Context: an optimization exercise on an open-source flow, tuned for small area. The choices shown serve that exercise and are no tape-out recipe.

oak:
==> flow/design.v <==
package i2c_mem_pkg;
  localparam int DATA_W = 8;
  localparam int ADDR_W = 6;
  localparam int REGS_PER_BANK = 8;
  localparam int NUM_BANKS     = 4;
  localparam int NUM_REGS      = NUM_BANKS * REGS_PER_BANK;
  localparam int STATUS_BASE = 32;
  localparam int NUM_STATUS  = 2;
  typedef logic [DATA_W-1:0] data_t;
  typedef logic [ADDR_W-1:0] addr_t;
endpackage
`timescale 1ns/1ns
module i2c_mem_bit_nxt (
  input  logic go,
  input  logic hold,
  input  logic wd,
  input  logic q,
  input  logic init,
  input  logic laen,
  input  logic rst,
  output logic nxt
);
  logic wr_n;     
  logic init_n;   
  assign wr_n   = ~((go & wd) | (hold & q));
  assign init_n = ~(init & (laen | rst));
  assign nxt    = ~(init_n & (laen | wr_n));
endmodule
module i2c_mem_reg_bank (
  input  logic                                                    rst,
  input  logic [i2c_mem_pkg::REGS_PER_BANK-1:0]                   wr_go,
  input  logic [i2c_mem_pkg::REGS_PER_BANK-1:0]                   wr_hold,
  input  i2c_mem_pkg::data_t                                      wr_data,
  input  logic [i2c_mem_pkg::REGS_PER_BANK*i2c_mem_pkg::DATA_W-1:0] rf_init,
  input  logic [i2c_mem_pkg::REGS_PER_BANK*i2c_mem_pkg::DATA_W-1:0] rf_laen,
  input  logic [i2c_mem_pkg::REGS_PER_BANK*i2c_mem_pkg::DATA_W-1:0] rf_data,
  output logic [i2c_mem_pkg::REGS_PER_BANK*i2c_mem_pkg::DATA_W-1:0] rf_next
);
  localparam int NUM_R = i2c_mem_pkg::REGS_PER_BANK;
  localparam int DW    = i2c_mem_pkg::DATA_W;
  for (genvar r = 0; r < NUM_R; r++)
  begin : g_reg
    for (genvar b = 0; b < DW; b++)
    begin : g_bit
      i2c_mem_bit_nxt i_nxt (
        .go   (wr_go[r]),
        .hold (wr_hold[r]),
        .wd   (wr_data[b]),
        .q    (rf_data[r*DW+b]),
        .init (rf_init[r*DW+b]),
        .laen (rf_laen[r*DW+b]),
        .rst  (rst),
        .nxt  (rf_next[r*DW+b])
      );
    end
  end
endmodule
`timescale 1ns/1ns
module i2c_mem_rd_ao3 (
  input  logic [2:0] sel,
  input  logic [2:0] dat,
  output logic       y_n
);
  assign y_n = ~(|(sel & dat));
endmodule
module i2c_mem_rd_mux (
  input  i2c_mem_pkg::addr_t                                         rd_addr,
  input  logic [i2c_mem_pkg::NUM_REGS*i2c_mem_pkg::DATA_W-1:0]       regs,
  input  logic [i2c_mem_pkg::NUM_STATUS*i2c_mem_pkg::DATA_W-1:0]     status,
  output i2c_mem_pkg::data_t                                         rd_data
);
  localparam int DW  = i2c_mem_pkg::DATA_W;
  localparam int NR  = i2c_mem_pkg::NUM_REGS;
  localparam int NS  = i2c_mem_pkg::NUM_STATUS;
  localparam int NE  = NR + NS;
  localparam int NG  = NE / 3;            
  localparam int NL  = NE - 3 * NG;        
  localparam int NT  = NG + NL;            
  logic [NE*DW-1:0] src;
  logic [NE-1:0]    sel;
  logic [NT*DW-1:0] grp_n;
  assign src = {status, regs};
  always_comb
  begin
    sel = '0;
    for (int k = 0; k < NE; k++)
    begin
      if (k < NR)
        sel[k] = (rd_addr == i2c_mem_pkg::addr_t'(k));
      else
        sel[k] = (rd_addr == i2c_mem_pkg::addr_t'(i2c_mem_pkg::STATUS_BASE + k - NR));
    end
  end
  for (genvar b = 0; b < DW; b++)
  begin : g_bit
    for (genvar g = 0; g < NG; g++)
    begin : g_grp
      i2c_mem_rd_ao3 i_ao3 (
        .sel ({sel[3*g+2], sel[3*g+1], sel[3*g]}),
        .dat ({src[(3*g+2)*DW+b], src[(3*g+1)*DW+b], src[(3*g)*DW+b]}),
        .y_n (grp_n[b*NT+g])
      );
    end
    for (genvar l = 0; l < NL; l++)
    begin : g_left
      assign grp_n[b*NT+NG+l] = ~(sel[3*NG+l] & src[(3*NG+l)*DW+b]);
    end
    assign rd_data[b] = ~(&grp_n[b*NT +: NT]);
  end
endmodule
`timescale 1ns/1ns
module i2c_mem_nor2 (
  input  logic a,
  input  logic b,
  output logic y
);
  assign y = ~(a | b);
endmodule
module i2c_mem_wr_sel (
  input  logic bank_n,
  input  logic idx_n,
  input  logic rst,
  output logic go,
  output logic hold
);
  i2c_mem_nor2 i_go   (.a(bank_n), .b(idx_n), .y(go));
  i2c_mem_nor2 i_hold (.a(go),     .b(rst),   .y(hold));
endmodule
module i2c_mem (
  input  logic                                                                     wr_clk,
  input  logic                                                                     rst,
  input  logic                                                                     wr_en,
  input  logic [i2c_mem_pkg::ADDR_W-1:0]                                           wr_addr,
  input  logic [i2c_mem_pkg::ADDR_W-1:0]                                           rd_addr,
  input  logic [i2c_mem_pkg::DATA_W-1:0]                                           wr_data,
  input  logic [(i2c_mem_pkg::NUM_REGS+i2c_mem_pkg::NUM_STATUS)*i2c_mem_pkg::DATA_W-1:0] rf_init,
  input  logic [i2c_mem_pkg::NUM_REGS*i2c_mem_pkg::DATA_W-1:0]                     rf_laen,
  output logic [i2c_mem_pkg::DATA_W-1:0]                                           rd_data,
  output logic [i2c_mem_pkg::NUM_REGS*i2c_mem_pkg::DATA_W-1:0]                     rf_data
);
  localparam int RPB = i2c_mem_pkg::REGS_PER_BANK;
  localparam int DW  = i2c_mem_pkg::DATA_W;
  localparam int BW  = RPB * DW;
  localparam int NB  = i2c_mem_pkg::NUM_BANKS;
  localparam int NR  = i2c_mem_pkg::NUM_REGS;
  logic [NB-1:0]    bank_n;    
  logic [RPB-1:0]   idx_n;     
  logic [NR-1:0]    wr_go;
  logic [NR-1:0]    wr_hold;
  logic [NR*DW-1:0] rf_next;
  always_comb
  begin
    for (int g = 0; g < NB; g++)
      bank_n[g] = ~(wr_en & ~rst & (wr_addr[i2c_mem_pkg::ADDR_W-1:3] == 3'(g)));
    for (int r = 0; r < RPB; r++)
      idx_n[r] = ~(wr_addr[2:0] == 3'(r));
  end
  for (genvar r = 0; r < NR; r++)
  begin : g_wr
    i2c_mem_wr_sel i_sel (
      .bank_n (bank_n[r / RPB]),
      .idx_n  (idx_n[r % RPB]),
      .rst    (rst),
      .go     (wr_go[r]),
      .hold   (wr_hold[r])
    );
  end
  for (genvar g = 0; g < NB; g++)
  begin : g_bank
    i2c_mem_reg_bank i_bank (
      .rst      (rst),
      .wr_go    (wr_go[g*RPB +: RPB]),
      .wr_hold  (wr_hold[g*RPB +: RPB]),
      .wr_data  (wr_data),
      .rf_init  (rf_init[g*BW +: BW]),
      .rf_laen  (rf_laen[g*BW +: BW]),
      .rf_data  (rf_data[g*BW +: BW]),
      .rf_next  (rf_next[g*BW +: BW])
    );
  end
  always_ff @(posedge wr_clk)
    rf_data <= rf_next;
  i2c_mem_rd_mux i_rd_mux (
    .rd_addr (rd_addr),
    .regs    (rf_data),
    .status  (rf_init[i2c_mem_pkg::STATUS_BASE*DW +: i2c_mem_pkg::NUM_STATUS*DW]),
    .rd_data (rd_data)
  );
endmodule
Settings: LEC_CHECK=0, CAP_MARGIN=20, CORE_AREA=4 4 146 146, DIE_AREA=0 0 150 150, SLEW_MARGIN=20, SYNTH_HIERARCHICAL=1; clock period 6.0 ns.
standard.sh (not shown) runs the stock make flow with config.mk's settings and CLKGATE_MAP_FILE= SYNTH_SCRIPT=/design/flow/synth_recipe.tcl, a recipe that flattens the netlist after the stock synthesis.
==> flow/flow/run.sh <==
#!/bin/bash
# Standard ORFS layout, with the port buffers made from the smallest buffer cell
# and a clock tree of small clock buffers without dummy loads.
# Each ORFS step keeps its own log under orfs/logs/; make's output goes to flow.log.
set -o pipefail
bash standard.sh \
  'BUFFER_PORTS_ARGS=-buffer_cell sky130_fd_sc_hd__buf_1' \
  'CTS_ARGS=-sink_clustering_enable -repair_clock_nets -dont_use_dummy_load -buf_list {sky130_fd_sc_hd__clkbuf_2 sky130_fd_sc_hd__clkbuf_4} -root_buf sky130_fd_sc_hd__clkbuf_4 -sink_clustering_size 12' \
  finish > flow.log 2>&1
Seen in the log of oak: PPL-0024 during I/O pin placement, after which the run never completed.
Modified inputs, pine compared to oak
- DIE_AREA changed from 0 0 150 150 to 0 0 300 300
- CORE_AREA changed from 4 4 146 146 to 10 10 290 290
==> flow/flow/run.sh <==
#!/bin/bash
# Standard ORFS layout, with the port buffers made from the smallest buffer cell
# and a clock tree of small clock buffers without dummy loads.
# Each ORFS step keeps its own log under orfs/logs/; make's output goes to flow.log.
set -o pipefail
bash standard.sh \
  'BUFFER_PORTS_ARGS=-buffer_cell sky130_fd_sc_hd__buf_1' \
  'CTS_ARGS=-sink_clustering_enable -repair_clock_nets -dont_use_dummy_load -buf_list {sky130_fd_sc_hd__clkbuf_4 sky130_fd_sc_hd__clkbuf_8} -root_buf sky130_fd_sc_hd__clkbuf_8 -sink_clustering_size 20' \
  finish > flow.log 2>&1
==> results.txt <==
pine completed; timing, DRC and antenna clean
Reported for pine and oak, net count after synthesis turned out identical to the last digit.
Diff oak -> pine: die extent in x rose by about 100%, async set-reset flop share out of synthesis stayed essentially flat, area after synthesis stayed essentially flat, count of state elements after synthesis stayed essentially flat.
Floorplan row count (pine / oak): 2.0
Compared with oak, pine shows y dimension of the die that has gone up by more than 100%.
Here is what was changed in the inputs of birch compared with pine.
- changing DIE_AREA from 0 0 300 300 to 0 0 170 170
- changing CORE_AREA from 10 10 290 290 to 4 4 166 166
==> flow/flow/run.sh <==
#!/bin/bash
# Standard ORFS layout, with the port buffers made from the smallest buffer cell
# and a clock tree of small clock buffers without dummy loads.
# Each ORFS step keeps its own log under orfs/logs/; make's output goes to flow.log.
set -o pipefail
bash standard.sh \
  'BUFFER_PORTS_ARGS=-buffer_cell sky130_fd_sc_hd__buf_1' \
  'CTS_ARGS=-sink_clustering_enable -repair_clock_nets -dont_use_dummy_load -buf_list {sky130_fd_sc_hd__clkbuf_2 sky130_fd_sc_hd__clkbuf_4} -root_buf sky130_fd_sc_hd__clkbuf_4 -sink_clustering_size 12' \
  finish > flow.log 2>&1
==> comparison <==
In the reports for birch and pine, the smaller starting density of the core belongs to pine. Looking at birch and pine, the count of state elements after synthesis is a wash. pine → birch: combined area of all synthesized cells stayed essentially flat; proportion of synthesized flip-flops having asynchronous set or reset stayed essentially flat. I/O pin placement: birch exited with error. Reported for birch and pine, fraction of the yosys area taken by sequential cells turned out identical to the last digit.
Edits applied to the flow inputs when going from birch to maple:
- DIE_AREA now 0 0 300 300, was 0 0 170 170
- CORE_AREA now 10 10 290 290, was 4 4 166 166
==> flow/flow/run.sh <==
#!/bin/bash
# Standard ORFS layout, with the port buffers made from the smallest buffer cell.
# Each ORFS step keeps its own log under orfs/logs/; make's output goes to flow.log.
set -o pipefail
bash standard.sh 'BUFFER_PORTS_ARGS=-buffer_cell sky130_fd_sc_hd__buf_1' finish > flow.log 2>&1
[summary]
- FAIL birch @ I/O pin placement: tool exited with error
- maple: all stages complete, timing, DRC and antenna checks passed
- Number of flops mapped to enable cells by yosys came out exactly the same in birch and maple.
- [maple vs birch] die boundary height: higher in maple
- Synthesized netlist net count came out exactly the same in birch and maple.
- Post-synthesis compound-gate area fraction came out exactly the same in birch and maple.
- Comparing birch against maple, there is no change at all in post-synthesis instance area.
- Re number of distinct standard cells referenced by the synthesized netlist: no difference whatsoever between birch and maple.
- Floorplan row count in maple is 43 above birch.
- | effective utilization at floorplan | maple vs birch | 29 points lower |
- Delta (maple minus birch): register area share after synthesis shows no meaningful change, width of the chip went up by 76%.
No functional check of the RTL was part of any run of this note.

afterwards: timing with drivers on the ports:
The flow's constraints put no driver on any port. The routed layouts listed below were extracted and timed again, unchanged, in two steps.
Step 1: set_driving_cell puts a clkbuf_16 on wr_clk and a buf_2 on each other input, an assumption about the parent block.
Step 2 adds t to the input delays and takes it off the output delays; t is the mean of the earliest and latest rising clock arrival at the registers after step 1. Input paths then give back, and output paths get back, about the clock's delay inside the block.
Slacks: no drivers / after step 1 / after step 2; pairs: no drivers / after step 1.
| run | t (ns) | setup WS [ns] | worst register clock-pin slew, ns |
|---|---|---|---|
| pine | 0.693 | 1.099 / 1.005 / 1.005 | 0.06 / 0.06 |
| maple | 0.613 | 1.154 / 1.075 / 1.075 | 0.07 / 0.07 |
After both steps setup and hold are still met in every run listed. For pine, which loses most, drivers alone change the setup slack by -0.094 ns; drivers and shift together by -0.094 ns.
